Source: an optimization exercise on an open RTL-to-GDS flow (aim: small area, a short achievable clock period and few clock cycles). Production flows keep margins and buffers that such runs may drop.
The RTL was checked by simulation tests, not by an equivalence proof against the original design.

Design hash64_multiply_mix_64bit_words_top, start of the top module:
module hash64_multiply_mix_64bit_words_top (
   input  wire logic        clock,
   input  wire logic        reset,
   input  wire logic        req_valid,
   output logic             req_stall,
   input  wire logic [63:0] req_key_word,
   input  wire logic [3:0]  req_word_bytes,
   input  wire logic        req_last_word,
   input  wire logic [30:0] req_total_length,
   output logic             rsp_valid,
   input  wire logic        rsp_stall,
   output logic [63:0]      rsp_hash_value,
   input  wire logic        csr_valid,
   output logic             csr_ready,
   input  wire logic [31:0] csr_hash_seed
);
   localparam logic [1:0] TA_NONE = 2'd0;
   localparam logic [1:0] TA_FULL = 2'd1;    
   localparam logic [1:0] TA_PART = 2'd2;    
   localparam logic [2:0] TB_NONE  = 3'd0;
   localparam logic [2:0] TB_K2    = 3'd1;
   localparam logic [2:0] TB_LFULL = 3'd2;   
   localparam logic [2:0] TB_LPART = 3'd3;   
   localparam logic [2:0] TB_LEMPT = 3'd4;   
   localparam logic [1:0] TC_NONE = 2'd0;
   localparam logic [1:0] TC_H    = 2'd1;    
   localparam logic [1:0] TC_HEND = 2'd2;    
   localparam logic [1:0] TC_RES  = 2'd3;    
   logic [1:0]  ta_ff;
   logic        ta_first_ff, ta_last_ff;
   logic [2:0]  tb_ff;
   logic        tb_first_ff, tb_last_ff;
   logic [1:0]  tc_ff;
   logic        key_open_ff;
   logic [63:0] xa_ff, xb_ff, xc_ff, hash_ff;
   logic [31:0] seed_ff;
  ...
clock: 12.0 ns
lec_check: 0
cap_margin: 20
core_margin: 2
core_utilization: 40
cts_buf_list: sky130_fd_sc_hd__clkbuf_4
setup_slack_margin: 5
slew_margin: 20
synth_hierarchical: 1
run.sh (not shown) runs the stock make flow with config.mk's settings and CLKGATE_MAP_FILE= SYNTH_SCRIPT=/design/flow/synth_recipe.tcl, a recipe that flattens the netlist after the stock synthesis.
Testbench counts at the start, summed over its fixed seeds: cycles 9,166.
Then changed:
==> flow/flow/run.sh (new file) <==
#!/bin/bash
set -euo pipefail
bash standard.sh SETUP_SLACK_MARGIN=6.5 finish > flow_make.log 2>&1
==> flow/standard.sh (new file) <==
#!/bin/bash
# synth_recipe.tcl (not shown) runs the flow's synth.tcl, then flattens the netlist and writes it again
# the make line also repeats each setting of config.mk as NAME=value (left out here)
make -C /OpenROAD-flow-scripts/flow DESIGN_CONFIG=/design/flow/config.mk WORK_HOME=/design/flow/orfs CLKGATE_MAP_FILE= SYNTH_SCRIPT=/design/flow/synth_recipe.tcl "${@:-finish}"
--- a/flow/config.mk
+++ b/flow/config.mk
@@ -9,6 +9,4 @@
 export CORE_MARGIN = 2
 export CORE_UTILIZATION = 40
-export CTS_BUF_LIST = sky130_fd_sc_hd__clkbuf_4
-export SETUP_SLACK_MARGIN = 5
 export SLEW_MARGIN = 20
 export SYNTH_HIERARCHICAL = 1
removed: flow/run.sh
The new run produced a clean layout.
Via count went up by 6.1%.
Setup slack gets better by 56 ps.
Area after synthesis is unchanged.
Non-clock buffer count rose by 519.
Design area climbs by 14%.
Hold slack improved by 74 ps.
Wire length goes up by 6.7%.
Clock skew decreases by 31 ps.


job 4562:
Another version of the RTL of hash64_multiply_mix_64bit_words_top (not shown whole).
Size in the first run: ~8200 cells after synthesis, about 370 flip-flops, ~200 I/O pins, about 79000 um^2 of cells after synthesis.
==> flow/design.v (excerpt) <==
module hash64_multiply_mix_64bit_words_top (
   input  wire logic        clock,
   input  wire logic        reset,
   input  wire logic        req_valid,
   output logic             req_stall,
   input  wire logic [63:0] req_key_word,
   input  wire logic [3:0]  req_word_bytes,
   input  wire logic        req_last_word,
   input  wire logic [30:0] req_total_length,
   output logic             rsp_valid,
   input  wire logic        rsp_stall,
   output logic [63:0]      rsp_hash_value,
   input  wire logic        csr_valid,
   output logic             csr_ready,
   input  wire logic [31:0] csr_hash_seed
);
make LEC_CHECK=0 ABC_AREA=1 CAP_MARGIN=20 CORE_MARGIN=2 CORE_UTILIZATION=65 SETUP_SLACK_MARGIN=5 SLEW_MARGIN=20 SYNTH_HIERARCHICAL=1 finish   # period 12.0 ns
Stock flow here: none of the scripts above is used.
The final layout from job 4562, which completed every stage, passed the timing, DRC and antenna checks at the end of the flow.
Testbench counts of job 4562, summed over its fixed seeds: cycles 9,120.
Input-level comparison between job 3490 and job 4562:
--- a/flow/config.mk
+++ b/flow/config.mk
@@ -8 +7,0 @@
-export ABC_AREA = 1
@@ -11 +10 @@
-export CORE_UTILIZATION = 65
+export CORE_UTILIZATION = 40
### Flow results
Job 3490: flow completed, timing, DRC and antenna clean. Job 4562 → job 3490: sequential share of cell area went up; xor/xnor cell area share of the yosys netlist went up. Number of optimization iterations in the first detailed-route pass ended up 3 lower on job 3490 than on job 4562. Pin count of the biggest net entering global routing, job 3490 and job 4562: smaller value in job 4562. Job 3490 ended with more area added between synthesis and finish than job 4562.
What job 4506 does differently from job 3490 at the input level:
--- a/flow/config.mk
+++ b/flow/config.mk
@@ -10 +10 @@
-export CORE_UTILIZATION = 40
+export CORE_UTILIZATION = 65
Findings:
Aggregate routed wire length in job 4506 is 2.1% lower than in job 3490
Going from job 3490 to job 4506, the die boundary width was found to have gone down by 21%.
Comparing job 3490 and job 4506, met3 track utilization from global routing is lower on job 3490.
Lower final worst-path cycle share was reported by job 3490, not job 4506.


## main
hash64_multiply_mix_64bit_words_top with an RTL version that a note above also has.
For scale: ~5900 cells after synthesis, about 300 flip-flops, about 200 I/O pins, ~71000 um2 of cells after synthesis.
Settings: LEC_CHECK=0, CAP_MARGIN=20, CORE_MARGIN=2, CORE_UTILIZATION=40, CTS_BUF_LIST=sky130_fd_sc_hd__clkbuf_8, SETUP_SLACK_MARGIN=5, SLEW_MARGIN=20, SYNTH_HIERARCHICAL=1; clock period 12.0 ns.
Testbench counts of main, summed over its fixed seeds: cycles 9,166.
## Diff of input files: the feature branch against main
- CTS_BUF_LIST removed (was sky130_fd_sc_hd__clkbuf_8)
Findings:
The feature branch | status: complete | timing, DRC, antenna: pass. On final period demand of the worst path: the feature branch sits above main. Going from main to the feature branch, global-route usage flat. The feature branch against main: number of fillers in the final layout held; non-filler instance count after layout dropped 59; number of vias after detailed routing about even. For the feature branch, the start point of the critical path was xc_ff[50], unlike main, where it was xc_ff[29].

-- static timing again, ports no longer ideal --
In the flow no input, the clock included, has a driving cell. The finished layouts below were timed again as built, in two steps.
Step 1: set_driving_cell puts a clkbuf_16 on clock and a buf_2 on each other input, an assumption about the parent block.
Step 2 adds t to the input delays and takes it off the output delays; t is the mean of the earliest and latest rising clock arrival at the registers after step 1. Input paths then give back, and output paths get back, about the clock's delay inside the block.
a / b / c = no drivers / after step 1 / after step 2; a / b = the first two.
| run | t (ns) | slack for setup (ns) | clock arrival spread, ns |
|---|---|---|---|
| the first run of note 1 | 1.147 | 5.028 / 5.028 / 5.028 | 0.127 / 0.127 |
| the second run of note 1 | 0.756 | 5.084 / 5.084 / 5.084 | 0.096 / 0.096 |
| job 4562 | 0.759 | 4.981 / 4.981 / 4.981 | 0.038 / 0.038 |
| job 3490 | 0.765 | 5.048 / 5.048 / 5.048 | 0.076 / 0.076 |
| job 4506 | 0.726 | 4.894 / 4.894 / 4.894 | 0.050 / 0.049 |
| main | 0.872 | 5.005 / 5.005 / 5.005 | 0.091 / 0.090 |
| the feature branch | 0.719 | 4.978 / 4.978 / 4.978 | 0.037 / 0.036 |
After both steps setup and hold are still met in every run listed.
